What follows belongs to an exercise in optimizing a design on an open flow for small area, a short achievable clock period and few clock cycles per item; a production flow would make more cautious choices.
Only simulation tests tie the RTL to the original design; equivalence was not proved.

== run A ==
==> flow/design.v (excerpt) <==
module mdu_iter #(
  parameter int XLEN = 64
) (
  input  logic            clk,
  input  logic            reset,
  input  logic            flush,
  input  logic            in_valid,
  output logic            in_ready,
  input  logic [2:0]      op,
  input  logic            word,
  input  logic [XLEN-1:0] srca,
  input  logic [XLEN-1:0] srcb,
  output logic            out_valid,
  input  logic            out_ready,
  output logic [XLEN-1:0] result,
  output logic            busy
);
  localparam int SW = 70;   
  typedef enum logic [2:0] {S_IDLE, S_PRE1, S_PRE2, S_ITER, S_POST} st_t;
  function automatic logic [6:0] clz64(input logic [63:0] x);
    logic [31:0] v1; logic [0:0] c1 [32];
    logic [15:0] v2; logic [1:0] c2 [16];
    logic [7:0]  v3; logic [2:0] c3 [8];
    logic [3:0]  v4; logic [3:0] c4 [4];
    logic [1:0]  v5; logic [4:0] c5 [2];
    logic        v6; logic [5:0] c6;
    for (int i = 0; i < 32; i++) begin
      v1[i] = x[2*i+1] | x[2*i];
  ...
Size in the first run: roughly 6400 cells after synthesis, about 200 I/O pins.
Settings: LEC_CHECK=0, ABC_AREA=1, CAP_MARGIN=20, CORE_MARGIN=2, CORE_UTILIZATION=45, SETUP_SLACK_MARGIN=4, SLEW_MARGIN=20; clock period 9.0 ns.
standard.sh (not shown) runs the stock make flow with config.mk's settings and CLKGATE_MAP_FILE= SYNTH_SCRIPT=/design/flow/synth_recipe.tcl, a recipe that flattens the netlist after the stock synthesis.
==> flow/flow/run.sh <==
#!/bin/bash
set -euo pipefail
bash standard.sh finish 'BUFFER_PORTS_ARGS=-buffer_cell sky130_fd_sc_hd__buf_1' > flow_make.log 2>&1
Testbench counts of run A, summed over its fixed seeds: cycles 46,030, items 4,800.
The following lists how run B was set up differently from run A:
Settings: changing CORE_UTILIZATION from 45 to 40.
==> comparison <==
- Looking at met3 usage in global routing across run B and run A, the one that comes out lower is run B.
- Launching instance or port of the critical path = xs_q[2]$_DFFE_PP_: run B; launching instance or port of the critical path = bd0_q[1]$_DFFE_PP_: run A
- The post-layout utilization of the core of run B falls short of that of run A by 5.7 points.
- Summary: with run A as the reference, number of rows in the core area in run B moved up by a few percent.
- Number of instances in the placed design, run B and run A: higher on run B
- Against run A, peak clock frequency supported by timing in run B fell by a few percent.

---

== before ==
Another version of the RTL of mdu_iter (not shown whole).
For scale: roughly 7300 cells after synthesis, ~250 flip-flops, about 46000 sq um of cells after synthesis.
==> flow/config.mk <==
export PLATFORM = sky130hd
export DESIGN_NAME = mdu_iter
export DESIGN_NICKNAME = mdu_iter
export VERILOG_FILES = /design/flow/design.v
export SDC_FILE = /design/flow/constraint.sdc
export NUM_CORES = 4
export LEC_CHECK = 0
export ABC_AREA = 1
export CAP_MARGIN = 20
export CORE_MARGIN = 2
export CORE_UTILIZATION = 45
export SETUP_SLACK_MARGIN = 4
export SLEW_MARGIN = 20
==> flow/constraint.sdc <==
create_clock -name core_clock -period 9.0 [get_ports {clk}]
set_input_delay 1.8000 -clock core_clock [delete_from_list [all_inputs] [get_ports {clk}]]
set_output_delay 1.8000 -clock core_clock [all_outputs]
set_load 0.01 [all_outputs]
Scripts as last shown in full above: flow/flow/run.sh
Testbench counts of before, summed over its fixed seeds: cycles 37,591, items 4,800.
The inputs of after differ from those of before as listed below.
- changing CORE_UTILIZATION from 45 to 40
## What came out
- Setup slack: after more than before
- Looking at number of tap instances, after sits 11% higher than before does.
- Cell with the biggest individual delay on the critical path = sky130_fd_sc_hd__fa_1: after; cell with the biggest individual delay on the critical path = sky130_fd_sc_hd__a21oi_1: before
- Going from before to after, final instance area moved up; global-route wire length before repair moved up; portion of the clock cycle consumed by the worst path in the final layout moved down.
- Compared with before, in after number of antenna violations at the first check in global routing moved down; setup clock skew after layout increased by 0.014 ns relative to the old numbers; post-layout minimum cycle time saw a decrease; sequential share of cell area went down.

---

== oak ==
mdu_iter, a different RTL version from the one above (not shown whole).
For scale: about 6400 cells after synthesis, about 250 flip-flops, about 200 I/O pins, roughly 0.039 mm2 of cells after synthesis.
// mdu_iter
module mdu_iter #(
  parameter int XLEN = 64
) (
  input  logic            clk,
  input  logic            reset,
  input  logic            flush,
  input  logic            in_valid,
  output logic            in_ready,
  input  logic [2:0]      op,
  input  logic            word,
  input  logic [XLEN-1:0] srca,
  input  logic [XLEN-1:0] srcb,
  output logic            out_valid,
  input  logic            out_ready,
  output logic [XLEN-1:0] result,
  output logic            busy
);
==> flow/config.mk <==
export PLATFORM = sky130hd
export DESIGN_NAME = mdu_iter
export DESIGN_NICKNAME = mdu_iter
export VERILOG_FILES = /design/flow/design.v
export SDC_FILE = /design/flow/constraint.sdc
export NUM_CORES = 4
export LEC_CHECK = 0
export ABC_AREA = 1
export CAP_MARGIN = 20
export CORE_MARGIN = 2
export CORE_UTILIZATION = 40
export SETUP_SLACK_MARGIN = 4
export SLEW_MARGIN = 20
==> flow/constraint.sdc <==
create_clock -name core_clock -period 9.0 [get_ports {clk}]
set_input_delay 1.8000 -clock core_clock [delete_from_list [all_inputs] [get_ports {clk}]]
set_output_delay 1.8000 -clock core_clock [all_outputs]
set_load 0.01 [all_outputs]
Scripts as last shown in full above: flow/flow/run.sh
oak: full flow OK, the timing, DRC and antenna checks passed
Testbench counts of oak, summed over its fixed seeds: cycles 46,030, items 4,800.
The following lists how pine was set up differently from oak:
==> flow/run.sh (new file) <==
#!/bin/bash
# synth_recipe.tcl (not shown) runs the flow's synth.tcl, then flattens the netlist and writes it again
# the make line also repeats each setting of config.mk as NAME=value (left out here)
make -C /OpenROAD-flow-scripts/flow DESIGN_CONFIG=/design/flow/config.mk WORK_HOME=/design/flow/orfs CLKGATE_MAP_FILE= SYNTH_SCRIPT=/design/flow/synth_recipe.tcl finish
removed: flow/flow/run.sh
removed: flow/standard.sh
- For the clock-buffer cell count, pine came in 3 higher than oak did.
- Per the comparison of pine with oak, maximum frequency dropped about 2%, overall via count from detail_route dropped 407.
- Row count: oak vs pine identical
- pine -> oak: sum of negative setup slack flat

==> what the ideal ports hide <==
The results above use ideal ports. As a check the final layouts listed here were re-extracted and re-timed, cells and wires unchanged.
Step 1 sets driving cells, clkbuf_16 on the clock port and buf_2 on the other inputs (assumed; they add their load-dependent delay and slew).
Step 2, shift: input delay + t, output delay - t, t = (earliest + latest rising clock arrival at the registers) / 2. This alone moves slack from input paths to output paths.
Three values: no drivers, after step 1, after step 2; two values: the first two.
| run | t, ns | setup slack, ns | worst data-port slew with drivers (ns) |
|---|---|---|---|
| run A | 0.642 | 4.052 / 4.052 / 3.542 | 0.07 |
| run B | 0.666 | 3.885 / 3.885 / 3.578 | 0.10 |
| before | 0.748 | 3.627 / 3.627 / 3.367 | 0.08 |
| after | 0.756 | 3.690 / 3.690 / 3.383 | 0.11 |
| oak | 0.680 | 3.999 / 3.999 / 3.613 | 0.09 |
| pine | 0.662 | 3.891 / 3.891 / 3.514 | 0.07 |
After both steps setup and hold are still met in every run listed. For run A, which loses most, drivers alone change the setup slack by 0.000 ns; drivers and shift together by -0.510 ns.
